Background: an optimization exercise with open tools, aiming at small area and few clock cycles per item. Do not read the settings as production practice. The RTL was checked by simulation tests, not by an equivalence proof against the original design.

==> flow/design.v (outline; a module is shown in full before it is edited, if it fits) <==
// module fpmul_decode: 27 lines
// module fpmul_execute: 11 lines
// module fpmul_mul24: 1573 lines
// module fpmul_bsel: 12 lines
// module fpmul_bmag: 3 lines
// module fpmul_bneg: 3 lines
// module fpmul_fa: 4 lines
// module fpmul_gnode: 3 lines
// module fpmul_x2: 3 lines
// module fpmul_ha: 4 lines
// module fpmul_result: 58 lines
// module fpmul_credit_queue: 45 lines
// module fpmul_top: 114 lines
module fpmul_top (
	input  logic              clk,
	input  logic              rst,
	input  logic              in_valid,
	input  logic [31:0]       a,
	input  logic [31:0]       b,
	input  logic              out_credit,
	output logic              in_credit,
	output logic              out_valid,
	output logic [31:0]       z,
	output logic [FLAG_W-1:0] flags
);
  // ...
==> flow/flow/run.sh <==
#!/bin/bash
# The standard layout, except that the port buffers are the smallest buffer
# cell instead of the flow's default choice. Every port still gets one.
set -e
export BUFFER_PORTS_ARGS="-buffer_cell sky130_fd_sc_hd__buf_1"
bash standard.sh > standard.log 2>&1
==> flow/standard.sh <==
#!/bin/bash
# synth_recipe.tcl (not shown) runs the flow's synth.tcl, then flattens the netlist and writes it again
# the make line also repeats each setting of config.mk as NAME=value (left out here)
make -C /OpenROAD-flow-scripts/flow DESIGN_CONFIG=/design/flow/config.mk WORK_HOME=/design/flow/orfs CLKGATE_MAP_FILE= SYNTH_SCRIPT=/design/flow/synth_recipe.tcl "${@:-finish}"
==> flow/config.mk <==
export PLATFORM = sky130hd
export DESIGN_NAME = fpmul_top
export DESIGN_NICKNAME = fpmul_top
export VERILOG_FILES = /design/flow/design.v
export SDC_FILE = /design/flow/constraint.sdc
export NUM_CORES = 4
export LEC_CHECK = 0
export CAP_MARGIN = 20
export CORE_MARGIN = 2
export CORE_UTILIZATION = 60
export CTS_BUF_LIST = sky130_fd_sc_hd__clkbuf_4
export PLACE_DENSITY = 0.7
export SLEW_MARGIN = 20
export SYNTH_HIERARCHICAL = 1
export SYNTH_MINIMUM_KEEP_SIZE = 0
==> flow/constraint.sdc <==
create_clock -name core_clock -period 9.0 [get_ports {clk}]
set_input_delay 1.8000 -clock core_clock [delete_from_list [all_inputs] [get_ports {clk}]]
set_output_delay 1.8000 -clock core_clock [all_outputs]
set_load 0.01 [all_outputs]
==> summary.txt, run 1 <==
GRT
  – GRT Overall Usage: between 30% and 40%
  – Number of global-route vias before repair: between 20,000 and 25,000
  – Initial antenna violation count: 2

Setup path
  – Reg2reg start: frac_b[2]
  – Critical path required time: ~9.4 ns
  – CP Max Fanout: 16
  – Reg2reg path depth: 26
  – Crit path DAT: between 9 and 10 ns
  – CP Class: reg2reg
  – Reg-to-reg slack, setup: around 0.31 ns

Clocking
  – # Post-CTS Setup Buffers: 0
  – CTS tree: yes
  – Bufs on Longest Clock Path: 3

Min path
  – Hold Path Stages: 2

Detailed routing
  – Final wirelength: 75,600 µm
  – Metal-1 WL: between 20,000 and 30,000 µm
  – First drt pass iteration count: 6
  – Iteration-0 DRC Markers: about 2,000
  – Met3 WL: 6130 µm
  – DRC Markers: 0

Cells and area
  – #MultiIn Comb: about 1,700
  – Clock network area share: between 3 and 4%
  – Final layout net count: around 2,800
  – Design area: 29,400 µm²
  – Number of flip-flops in the largest register: about 240
  – Clock Buffer Count: between 100 and 150
  – Filler cells: ~3,500
  – Largest class: multi-input combinational cells

Floorplan
  – Tap Count: between 500 and 600
  – I/O pins: 106
  – Core Area: between 40,000 and 50,000 µm²
  – Die X: around 220 µm

Timing
  – Final Max Slew Viols: 0
  – Hold Slack: roughly 0.45 ns

Outcome
  – Status: timing/DRC/antenna clean

Yosys
  – Syn. warnings: 9

Flow run
  – Max-Cap Viols: 0

Placement
  – Final Wtd Congestion: between 0.9 and 1
Testbench counts, summed over its fixed seeds: cycles 4,808, items 4,800.
==> inputs of run 2 (changes only) <==
--- a/flow/config.mk
+++ b/flow/config.mk
@@ -9,5 +9,7 @@
 export CORE_MARGIN = 2
 export CORE_UTILIZATION = 60
-export CTS_BUF_LIST = sky130_fd_sc_hd__clkbuf_4
+export CTS_BUF_LIST = sky130_fd_sc_hd__clkbuf_8
+export CTS_CLUSTER_DIAMETER = 50
+export CTS_CLUSTER_SIZE = 14
 export PLACE_DENSITY = 0.7
 export SLEW_MARGIN = 20
==> summary.txt, run 2 <==
Outcome
  – Status: timing/DRC/antenna clean

Clocking
  – Bufs on Longest Clock Path: 3 (unchanged)
  – Clock Sinks: between 300 and 400
  – Reg clk slew, reported paths: about 0.080 ns
  – TritonCTS Buffers: 35
  – CTS tree: yes
  – H-tree depth: 2
  – Root Driver: clkbuf_8
  – Clock latency (worst-skew pair): between 0.6 and 0.7 ns

Detailed routing
  – First drt pass iteration count: 8 (+2)
  – Vias per cell: 6.57
  – Vias: roughly 19,000
  – Iteration-0 DRC Markers: 2,227 (+11%)
  – ANT nets after route: 0
  – Routed len/inst: ~25 µm
  – Final wirelength: 75,100 µm (-0.72%)
  – DRC Markers: 0 (unchanged)

Yosys
  – Syn. warnings: 9 (unchanged)
  – Post-Syn Area: approximately 27,000 µm²
  – Synthesized area per cell: 12.4 µm²
  – Synth Instances: about 2,200

Setup path
  – Slowest cell on crit path: edfxtp_1
  – Reg2reg path depth: 28 (+7.7%)
  – Crit. End Element: flop
  – Reg-to-reg slack, setup: 0.27 ns (-0.04 ns)
  – Reg2reg start: frac_b[7]
  – Crit path DAT: 8.99 ns (-0.14 ns)
  – Crit path top cell by count: a21o_1
  – CP peak stage delay: around 0.56 ns
  – Critical path required time: 9.26 ns (-0.18 ns)
  – CP bufs+invs: 3
  – FF-to-FF End: mem[203]
  – CP Launch Type: flop
  – CP Max Fanout: 13 (-3)
  – Top delay family on crit path: compound AO/OA/AOI/OAI gates
  – CP Class: reg2reg

Cells and area
  – Final layout net count: 2,785 (-1.6%)
  – Share of cells above drive strength 1: 7.83%
  – Design area: 29,000 µm² (-1.2%)
  – Area growth, synth to finish: 8.33%
  – Most frequent cells in the layout: xor2_1, edfxtp_1, a22o_1
  – Regs by FF count: mem (238), frac_a (23), frac_b (23)
  – Commonest non-fill, non-tap cell in the layout: xor2_1
  – Filler cells: 3,452 (-0.087%)
  – Sequential cell area: 9400 µm²
  – Number of flip-flops in the largest register: 238 (unchanged)
  – Fin util: 65.7%
  – Largest Register: mem
  – Multi-input gate area in the final layout: around 17,000 µm²

GRT
  – Number of global-route vias before repair: 20,100 (-2.0%)
  – Met3 Use GR: between 5 and 6%
  – Grt total ovfl: 0
  – GR Util met1: 42.4%
  – Largest net degree at the start of global routing: 63
  – Global routing met2 resource utilization: about 56%
  – Initial antenna violation count: 2 (unchanged)
  – GRT Overall Usage: 32.9% (-0.35 points)
  – First-pass GRT wire length: around 120,000 µm
  – GRT busiest layer: met2

Min path
  – Hold WC Path Type: reg2reg
  – Hold Path Origin: wr_oh[6]
  – Hold Path Stages: 2 (unchanged)
  – Hold endpoint: wr_oh[6]

Floorplan
  – I/O pins: 106 (unchanged)
  – Die H: roughly 220 µm
  – Die X: 215 µm (unchanged)
  – Core Area: 44,100 µm² (unchanged)
  – Row count: a little under 80
  – Initial Util: about three fifths
  – Die ar.: ~46,000 µm²

Placement
  – DP Area: between 20,000 and 30,000 µm²
  – Final Wtd Congestion: 0.956 (unchanged)
  – Dpl hpwl: 52,100 µm
  – PortBufs: between 100 and 150

Timing
  – Final setup viols: 0
  – Achievable Freq: about 0.11 GHz
  – Max Clock Skew: 0.0638 ns
  – Relative slew slack: slightly below 30%
  – Final Max Slew Viols: 0 (unchanged)
  – Final Hold Viols: 0
  – Fin crit share: a little over nine tenths
  – Hold Slack: 0.453 ns (+0.00297 ns)
  – Period minus WS final: 8.73 ns
  – Worst-Margin Slew: ~1.1 ns

Flow run
  – Max-Cap Viols: 0 (unchanged)
==> run 2: routing by layer <==
layer	vias up	share of wire, %	wire [µm]
met5	-	0	0
met4	0	3.9	2930
met3	190	8.0	6030
met2	1017	49	36800
met1	9758	39	29400
li1	8461	-	-
==> run 2: how the worst max path moves through the flow <==
stage / start / to / depth (start not counted)
after floorplan: frac_b[3] / mem[101] / 27
after global placement: frac_b[8] / mem[32] / 24
after detailed placement: frac_b[18] / mem[33] / 25
after CTS: frac_b[18] / mem[237] / 25
after global routing: frac_b[7] / mem[237] / 28
final: frac_b[7] / mem[203] / 28
==> run 2: final cells by class <==
| type | instances | area share [%] |
|---|---|---|
| flip-flops and latches | 320 | 32.4 |
| well taps | 592 | 2.55 |
| clock buffers | 35 | 1.66 |
| diodes | 2 | 0.0173 |
| repair buffers | 201 | 3.84 |
| multi-input cells | 1721 | 58.0 |
| inverters | 70 | 0.923 |
| clock inverters | 17 | 0.612 |
==> run 2: stage by stage <==
stage | setup TNS (ns) | cells | setup WS, ns
floorplan | 0 | 2181 | 0.0580
global placement | 0 | 2900 | 0.128
detailed placement | 0 | 2900 | 0.188
CTS | 0 | 2952 | 0.158
global route | -0.00415 | 2958 | -0.00415
finish | 0 | 2958 | 0.268
==> run 2: what timing repair did <==
| item | in CTS | in global routing |
|---|---|---|
| buffers inserted | 0 | 4 |
| resized for setup | 0 | 4 |
| hold buffers | 0 | 0 |
| setup endpoints to repair | 0 | 49 |
==> run 2: worst reg2reg max path: cells and delay by family (launching register included) <==
kind                       cells  cell delay, ns
and+or+nand+nor                5            1.03
xor gates and xnor gates       2            0.52
AOI/OAI and AO/OA             12            3.08
DFF                            1            0.56
adders and majority gates      6            2.50
buffers and inverters          3            0.73
==> inputs of run 3 (changes only) <==
--- a/flow/config.mk
+++ b/flow/config.mk
@@ -10,6 +10,7 @@
 export CORE_UTILIZATION = 60
 export CTS_BUF_LIST = sky130_fd_sc_hd__clkbuf_8
-export CTS_CLUSTER_DIAMETER = 50
-export CTS_CLUSTER_SIZE = 14
+export CTS_CLUSTER_DIAMETER = 60
+export CTS_CLUSTER_SIZE = 18
+export GPL_TIMING_DRIVEN = 0
 export PLACE_DENSITY = 0.7
 export SLEW_MARGIN = 20
==> summary.txt, run 3 <==
Cells and area
  – Most frequent cells in the layout: xor2_1, edfxtp_1, a22o_1
  – Finished Layout Cells: 3,003 (+1.5%)
  – Filler cells: 3,251 (-5.8%)
  – Final layout net count: 2,836 (+1.8%)
  – Commonest non-fill, non-tap cell in the layout: xor2_1
  – Largest Register: mem
  – Sequential cell area: 9400 µm² (unchanged)
  – Fin util: 68.8% (+3.1 points)
  – Share of cells above drive strength 1: 11.5% (+3.6 points)
  – Multi-input gate area in the final layout: 17,300 µm² (+2.8%)
  – Regs by FF count: mem (238), frac_a (23), frac_b (23)
  – Area growth, synth to finish: 13.4%
  – Number of flip-flops in the largest register: 238 (unchanged)

Setup path
  – Critical path required time: 9.30 ns (+0.04 ns)
  – Crit path top cell by count: a21o_1
  – Reg2reg start: frac_b[19]
  – Crit path DAT: 9.01 ns (+0.02 ns)
  – CP bufs+invs: 4 (+1)
  – Reg-to-reg slack, setup: 0.29 ns (+0.02 ns)
  – Slowest cell on crit path: nor3_2
  – CP Class: reg2reg
  – CP Launch Type: flop
  – Top delay family on crit path: compound AO/OA/AOI/OAI gates
  – Reg2reg path depth: 28 (unchanged)
  – FF-to-FF End: mem[134]
  – CP Max Fanout: 11 (-2)
  – Crit. End Element: flop
  – CP peak stage delay: 0.56 ns (about the same)

Timing
  – Relative slew slack: 28.8% (-0.97 points)
  – Period minus WS final: 8.71 ns (-0.0227 ns)
  – Max Clock Skew: 0.0315 ns (-0.0322 ns)
  – Achievable Freq: 0.115 GHz (+0.26%)
  – Worst-Margin Slew: 1.07 ns (+0.0146 ns)
  – Final Max Slew Viols: 0 (unchanged)
  – Sum of negative setup slack: 0 ns (unchanged)
  – Final Hold Viols: 0 (unchanged)
  – Hold Slack: 0.461 ns (+0.00803 ns)
  – Fin crit share: 96.8% (-0.25 points)
  – Final setup viols: 0 (unchanged)

Clocking
  – Root Driver: clkbuf_8
  – Clock latency (worst-skew pair): 0.58 ns (-0.04 ns)
  – Post-CTS Hold Fix Bufs: 0 (unchanged)
  – CTS tree: yes
  – Reg clk slew, reported paths: 0.11 ns (+0.03 ns)
  – TritonCTS Buffers: 23 (-34%)
  – Bufs on Longest Clock Path: 3 (unchanged)
  – Clock Sinks: 320 (unchanged)
  – H-tree depth: 1 (-1)

Detailed routing
  – Vias per cell: 6.67 (+1.5%)
  – Iteration-0 DRC Markers: 2,098 (-5.8%)
  – Final wirelength: 79,000 µm (+5.2%)
  – Routed len/inst: 26.3 µm (+3.7%)
  – Vias: 20,000 (+3.1%)
  – First drt pass iteration count: 6 (-2)
  – ANT nets after route: 0 (unchanged)
  – DRC Markers: 0 (unchanged)

GRT
  – GRT Overall Usage: 34.2% (+1.4 points)
  – Initial antenna violation count: 0 (-2)
  – First-pass GRT wire length: 122,000 µm (+4.1%)
  – Grt total ovfl: 0 (unchanged)
  – Largest net degree at the start of global routing: 56 (-11%)
  – Number of global-route vias before repair: 20,800 (+3.7%)

Min path
  – Hold endpoint: wr_oh[3]
  – Hold Path Stages: 2 (unchanged)
  – Hold Path Origin: wr_oh[3]
  – Hold WC Path Type: reg2reg

Yosys
  – Synthesized area per cell: 12.4 µm² (unchanged)
  – Syn. warnings: 9 (unchanged)
  – Post-Syn Area: 26,800 µm² (unchanged)
  – Synth Instances: 2,159 (unchanged)

Floorplan
  – Core Area: 44,100 µm² (unchanged)
  – Row count: 77 (unchanged)
  – Die ar.: 46,300 µm² (unchanged)
  – Initial Util: 60.7% (unchanged)
  – Die X: 215 µm (unchanged)
  – I/O pins: 106 (unchanged)
  – Die H: 215 µm (unchanged)

Outcome
  – Status: timing/DRC/antenna clean

Placement
  – Dpl hpwl: 57,100 µm (+9.5%)
  – Placed insts: 2,947 (+1.6%)
  – Final Wtd Congestion: 0.914 (-4.4%)
  – PortBufs: 105 (unchanged)

Flow run
  – Max-Cap Viols: 0 (unchanged)
[run 3: worst max path at each step]
stage / from / slack, ns / end / depth (start not counted)
2_1_floorplan: frac_b[3] / 0.06 / mem[101] / 27
3_3_place_gp: frac_b[9] / -3.42 / mem[135] / 26
3_5_place_dp: frac_b[11] / -0.91 / mem[169] / 29
4_1_cts: frac_b[1] / 0.02 / mem[188] / 27
5_1_grt: frac_b[11] / -0.0004 / mem[236] / 29
6_report: frac_b[19] / 0.29 / mem[134] / 28
[run 3: area by class of cell]
class / instances / share of cell area, %
tap: 592 / 2.44
antenna: 1 / 0.00824
timing repair buffer: 192 / 6.05
sequential: 320 / 30.9
multi-input combinational: 1724 / 56.9
clock buffer: 24 / 1.09
buffer: 69 / 1.43
inverter: 70 / 0.881
clock inverter: 11 / 0.247
[run 3: per-stage QoR]
step / setup WS (ns) / instance area, µm²
4_1_cts: 0.0198 / 30100
3_3_place_gp: -3.42 / 28000
5_1_grt: -0.000420 / 30400
3_5_place_dp: -0.912 / 29600
2_1_floorplan: 0.0580 / 26900
6_report: 0.290 / 30400
[run 3: routing by layer]
layer | vias to the layer above | share of wire, % | track usage [%]
met5 | - | 0 | 0
met4 | 0 | 5.2 | 16.3
met3 | 259 | 8.6 | 5.17
met2 | 1135 | 49 | 58.5
met1 | 10100 | 37 | 42.8
li1 | 8569 | - | -
[run 3: timing repair]
action | CTS | global route
gates cloned | 3 | 0
pin swaps | 5 | 0
resized for setup | 8 | 40
setup buffers | 11 | 5
endpoints found under the setup margin | 231 | 217
[run 3: worst min-delay path, delay by kind of cell, from the launching register on]
| family | cells | cell delay [ns] |
|---|---|---|
| compound gates | 1 | 0.05 |
| flops | 1 | 0.33 |
| simple gates | 1 | 0.05 |
==> inputs of run 4 (changes only) <==
--- a/flow/config.mk
+++ b/flow/config.mk
@@ -12,5 +12,4 @@
 export CTS_CLUSTER_DIAMETER = 60
 export CTS_CLUSTER_SIZE = 18
-export GPL_TIMING_DRIVEN = 0
 export PLACE_DENSITY = 0.7
 export SLEW_MARGIN = 20
==> summary.txt, run 4 <==
Outcome
  – Status: timing/DRC/antenna clean

Setup path
  – CP Launch Type: flop
  – Crit path depth: 28 (unchanged)
  – CP peak stage delay: 0.57 ns (about the same)
  – CP bufs+invs: 3 (-1)
  – CP Max Fanout: 13 (+2)
  – Worst Setup SP: frac_b[7]
  – Slowest cell on crit path: edfxtp_1
  – Top delay family on crit path: compound AO/OA/AOI/OAI gates
  – Crit. End Element: flop
  – Critical path required time: 9.29 ns (about the same)
  – Reg2reg path depth: 28 (unchanged)
  – Reg2reg start: frac_b[7]
  – Crit path DAT: 9.02 ns (about the same)
  – Crit path top cell by count: a21o_1
  – CP Class: reg2reg

GRT
  – Largest net degree at the start of global routing: 63 (+13%)
  – GRT Overall Usage: 32.6% (-1.6 points)
  – Grt total ovfl: 0 (unchanged)
  – First-pass GRT wire length: 116,000 µm (-4.3%)
  – Number of global-route vias before repair: 19,900 (-4.3%)
  – Initial antenna violation count: 2 (+2)

Clocking
  – CTS tree: yes
  – Bufs on Longest Clock Path: 3 (unchanged)
  – Clock Sinks: 320 (unchanged)
  – Clock latency (worst-skew pair): 0.63 ns (+0.05 ns)
  – H-tree depth: 1 (unchanged)
  – TritonCTS Buffers: 27 (+17%)
  – Root Driver: clkbuf_8
  – Reg clk slew, reported paths: 0.11 ns (about the same)

Cells and area
  – Most frequent cells in the layout: xor2_1, edfxtp_1, a22o_1
  – Final layout net count: 2,777 (-2.1%)
  – Area growth, synth to finish: 7.94%
  – Multi-input gate area in the final layout: 16,800 µm² (-2.7%)
  – Regs by FF count: mem (238), frac_a (23), frac_b (23)
  – Sequential cell area: 9400 µm² (unchanged)
  – Largest Register: mem
  – Filler cells: 3,480 (+7.0%)
  – Share of cells above drive strength 1: 7.43% (-4.0 points)
  – Commonest non-fill, non-tap cell in the layout: xor2_1
  – Number of flip-flops in the largest register: 238 (unchanged)

Yosys
  – Syn. warnings: 9 (unchanged)
  – Synthesized area per cell: 12.4 µm² (unchanged)
  – Post-Syn Area: 26,800 µm² (unchanged)
  – Synth Instances: 2,159 (unchanged)

Floorplan
  – Die ar.: 46,300 µm² (unchanged)
  – I/O pins: 106 (unchanged)
  – Core Area: 44,100 µm² (unchanged)
  – Row count: 77 (unchanged)
  – Die X: 215 µm (unchanged)
  – Initial Util: 60.7% (unchanged)
  – Die H: 215 µm (unchanged)

Detailed routing
  – Routed len/inst: 25.4 µm (-3.6%)
  – Vias per cell: 6.56 (-1.5%)
  – Vias: 19,400 (-3.3%)
  – Final wirelength: 74,800 µm (-5.3%)
  – Top routing layer used: met4
  – Met2 wire length: 37,000 µm (-5.1%)
  – First drt pass iteration count: 6 (unchanged)
  – ANT nets after route: 0 (unchanged)
  – Iteration-0 DRC Markers: 2,030 (-3.2%)
  – Met3 WL: 5540 µm (-19%)
  – DRC Markers: 0 (unchanged)
  – Metal-1 WL: 29,600 µm (+1.5%)

Timing
  – Final setup viols: 0 (unchanged)
  – Final Hold Viols: 0 (unchanged)
  – Final Max Slew Viols: 0 (unchanged)
  – Worst-Margin Slew: 1.06 ns (-0.00521 ns)
  – Relative slew slack: 29.2% (+0.35 points)
  – Achievable Freq: 0.115 GHz (-0.20%)
  – Period minus WS final: 8.73 ns (+0.0174 ns)
  – Final WS setup: 0.273 ns (-0.0174 ns)
  – Fin crit share: 97.0% (+0.19 points)
  – Max Clock Skew: 0.0419 ns (+0.0104 ns)
  – Sum of negative setup slack: 0 ns (unchanged)

Min path
  – Hold Path Stages: 2 (unchanged)
  – Hold Path Origin: wr_oh[6]
  – Hold WC Path Type: reg2reg

Flow run
  – Max-Cap Viols: 0 (unchanged)

Placement
  – PortBufs: 105 (unchanged)
  – Final Wtd Congestion: 0.956 (+4.6%)
  – Dpl hpwl: 52,100 µm (-8.7%)
  – Place WS: 0.188 ns (+1.10 ns)
run 4: cell type report:
cell class,instances,area share (%)
antenna,2,0.0173
clock buffer,28,1.33
inverter,70,0.926
multi-input combinational,1721,58.2
clock inverter,16,0.593
timing repair buffer,201,3.86
sequential,320,32.5
tap,592,2.56
run 4: what timing repair did:
item / CTS / global route
hold buffers: 0 / 0
setup buffers: 0 / 4
endpoints found under the setup margin: 0 / 49
gates resized for setup: 0 / 4
hold endpoints to repair: 0 / 0
run 4: worst paths after layout:
path / slack, ns / end
max: 0.27 / mem[237]
min: 0.46 / wr_oh[6]
max reg2reg: 0.27 / mem[237]
min reg2reg: 0.46 / wr_oh[6]
run 4: layer usage:
| metal | track usage, % | vias up |
|---|---|---|
| met5 | 0 | - |
| met4 | 11.9 | 0 |
| met3 | 4.47 | 179 |
| met2 | 55.9 | 919 |
| met1 | 42.4 | 9817 |
| li1 | - | 8451 |
run 4: per-stage QoR:
stage | instance area, µm² | std cells | hold WS (ns) | util, %
after floorplan | 26900 | 2181 | 0.432 | -
after CTS | 28800 | 2944 | 0.459 | 65.4
final | 28900 | 2950 | 0.458 | 65.5
after detailed placement | 28300 | 2900 | 0.443 | 64.1
after global routing | 28900 | 2950 | 0.486 | 65.5
after global placement | 28300 | 2900 | 0.442 | 64.1
run 4: worst reg2reg max path: cells and delay by family, from the launching register on:
family                     cells  cell delay (ns)
DFF                            1             0.57
adders and majority gates      6             2.51
and+or+nand+nor                5             1.03
xor gates and xnor gates       2             0.54
AOI/OAI and AO/OA             12             3.05
buffers and inverters          3             0.74
==> inputs of run 5 (changes only) <==
--- a/flow/config.mk
+++ b/flow/config.mk
@@ -6,5 +6,5 @@
 export NUM_CORES = 4
 export LEC_CHECK = 0
-export CAP_MARGIN = 20
+export CAP_MARGIN = 0
 export CORE_MARGIN = 2
 export CORE_UTILIZATION = 60
@@ -13,5 +13,5 @@
 export CTS_CLUSTER_SIZE = 18
 export PLACE_DENSITY = 0.7
-export SLEW_MARGIN = 20
+export SLEW_MARGIN = 0
 export SYNTH_HIERARCHICAL = 1
 export SYNTH_MINIMUM_KEEP_SIZE = 0
==> summary.txt, run 5 <==
Detailed routing
  – First drt pass iteration count: 6 (unchanged)
  – Vias per cell: 6.59 (+0.45%)
  – Vias: 19,400 (+0.42%)
  – ANT nets after route: 0 (unchanged)
  – Final wirelength: 75,200 µm (+0.46%)
  – Routed len/inst: 25.5 µm (+0.49%)
  – DRC Markers: 0 (unchanged)
  – Iteration-0 DRC Markers: 2,010 (-0.99%)

GRT
  – Grt total ovfl: 0 (unchanged)
  – Initial antenna violation count: 1 (-1)
  – First-pass GRT wire length: 116,000 µm (+0.12%)
  – Largest net degree at the start of global routing: 63 (unchanged)
  – Number of global-route vias before repair: 19,900 (+0.010%)
  – GRT Overall Usage: 32.6% (+0.083 points)

Timing
  – Final setup viols: 0 (unchanged)
  – Relative slew slack: 26.0% (-3.1 points)
  – Achievable Freq: 0.115 GHz (+0.56%)
  – Final Hold Viols: 0 (unchanged)
  – Max Clock Skew: 0.0501 ns (+0.00818 ns)
  – Period minus WS final: 8.68 ns (-0.0487 ns)
  – Sum of negative setup slack: 0 ns (unchanged)
  – Final Max Slew Viols: 0 (unchanged)
  – Fin crit share: 96.4% (-0.54 points)
  – Worst-Margin Slew: 1.11 ns (+0.0467 ns)

Outcome
  – Status: timing/DRC/antenna clean

Clocking
  – Reg clk slew, reported paths: 0.11 ns (about the same)
  – H-tree depth: 1 (unchanged)
  – CTS tree: yes
  – Clock latency (worst-skew pair): 0.64 ns (about the same)
  – TritonCTS Buffers: 27 (unchanged)
  – Root Driver: clkbuf_8
  – Post-CTS Hold Fix Bufs: 0 (unchanged)
  – Bufs on Longest Clock Path: 3 (unchanged)
  – Clock Sinks: 320 (unchanged)

Floorplan
  – Initial Util: 60.7% (unchanged)
  – I/O pins: 106 (unchanged)
  – Core Area: 44,100 µm² (unchanged)
  – Die H: 215 µm (unchanged)
  – Die ar.: 46,300 µm² (unchanged)
  – Die X: 215 µm (unchanged)
  – Row count: 77 (unchanged)

Placement
  – Dpl hpwl: 52,200 µm (about the same)
  – Final Wtd Congestion: 0.956 (unchanged)
  – PortBufs: 105 (unchanged)
  – Placed insts: 2,900 (unchanged)

Setup path
  – Crit path DAT: 8.97 ns (-0.05 ns)
  – Worst Setup SP: frac_b[5]
  – FF-to-FF End: mem[135]
  – Critical path required time: 9.29 ns (about the same)
  – Reg2reg path depth: 27 (-3.6%)
  – CP Max Fanout: 14 (+1)
  – Reg-to-reg slack, setup: 0.32 ns (+0.05 ns)
  – CP Class: reg2reg
  – CP Launch Type: flop
  – Reg2reg start: frac_b[5]
  – Crit. End Element: flop

Yosys
  – Synthesized area per cell: 12.4 µm² (unchanged)
  – Post-Syn Area: 26,800 µm² (unchanged)
  – Synth Instances: 2,159 (unchanged)
  – Syn. warnings: 9 (unchanged)

Flow run
  – Max-Cap Viols: 0 (unchanged)

Cells and area
  – Largest Register: mem
  – Area growth, synth to finish: 7.95% (about the same)
  – Commonest non-fill, non-tap cell in the layout: xor2_1
  – Most frequent cells in the layout: xor2_1, edfxtp_1, a22o_1
  – Multi-input gate area in the final layout: 16,800 µm² (about the same)
  – Share of cells above drive strength 1: 7.43% (about the same)
  – Regs by FF count: mem (238), frac_a (23), frac_b (23)
  – Finished Layout Cells: 2,949 (-0.034%)
  – Final layout net count: 2,776 (-0.036%)
  – Sequential cell area: 9400 µm² (unchanged)
  – Number of flip-flops in the largest register: 238 (unchanged)
  – Filler cells: 3,504 (+0.69%)

Min path
  – Hold endpoint: wr_oh[6]
  – Hold Path Origin: wr_oh[6]
  – Hold Path Stages: 2 (unchanged)
  – Hold WC Path Type: reg2reg
==> run 5: layer usage <==
metal  track usage [%]  up-vias  wire length (µm)
met2              55.8     1010             36800
met4              12.9        0              3040
met1              42.6     9782             29300
met5                 0        -                 0
met3              4.02      193              5970
li1                  -     8462                 -
==> run 5: final cells by class <==
class,count,share of cell area (%)
multi-input cells,1721,58.2
flip-flops and latches,320,32.5
repair buffers,200,3.84
well taps,592,2.56
clock buffers,29,1.38
inverters,70,0.926
clock inverters,15,0.571
diodes,2,0.0173
==> run 5: worst max path at each step <==
stage	to	slack, ns	cells past startpoint
final	mem[135]	0.32	27
after global placement	mem[32]	0.13	24
after global routing	mem[67]	-0.03	26
after detailed placement	mem[66]	-0.14	24
after CTS	mem[134]	0.03	26
after floorplan	mem[101]	0.06	27
==> run 5: repair_timing <==
item,in CTS,in global routing
buffers inserted,0,3
gates resized for setup,1,8
gates cloned,0,0
pin swaps,0,0
setup endpoints to repair,32,189
hold endpoints to repair,0,0
==> run 5: critical path, cell delays in order, from the launching register on <==
cell	delay (ns)
edfxtp_1	0.62
inv_1	0.34
nand3_1	0.15
o21ai_2	0.22
buf_4	0.24
a22o_1	0.14
xor2_1	0.19
fa_1	0.46
fa_1	0.49
fa_1	0.41
fa_1	0.47
fa_1	0.52
ha_1	0.35
a21o_1	0.21
a21o_1	0.15
a21o_1	0.18
a21o_1	0.16
a21o_1	0.25
a21o_1	0.24
a21o_1	0.20
a21o_1	0.18
a21o_1	0.21
xor2_4	0.43
and4_2	0.37
nand3_1	0.17
and3b_1	0.22
o311ai_0	0.42
a41oi_1	0.34
==> run 5: per-stage QoR <==
stage | setup WS (ns) | util, % | instance area (µm²) | hold slack (ns)
finish | 0.321 | 65.5 | 28900 | 0.456
global route | -0.0287 | 65.5 | 28900 | 0.488
CTS | 0.0310 | 65.4 | 28800 | 0.457
detailed placement | -0.141 | 64.1 | 28300 | 0.443
global placement | 0.128 | 64.1 | 28300 | 0.442
floorplan | 0.0580 | - | 26900 | 0.432

==> what the ideal ports hide <==
The flow's constraints put no driver on any port. The routed layouts listed below were extracted and timed again, unchanged, in two steps.
Step 1 assumes that a clkbuf_16 drives the clock port and a buf_2 every other input.
Step 2 also shifts input and output timing later by t, the mid clock arrival at the registers, as if the neighbouring blocks saw the same clock.
Slacks: ideal ports / drivers / drivers and shift; pairs: ideal ports / drivers.
run | t, ns | setup WS [ns] | worst setup path at the end
run 1 | 0.847 | 0.311 / 0.311 / 0.311 | register to register
run 2 | 0.644 | 0.268 / 0.268 / 0.268 | register to register
run 3 | 0.626 | 0.290 / 0.290 / 0.290 | register to register
run 4 | 0.672 | 0.273 / 0.273 / 0.273 | register to register
run 5 | 0.676 | 0.321 / 0.321 / 0.321 | register to register
After both steps setup and hold are still met in every run listed.
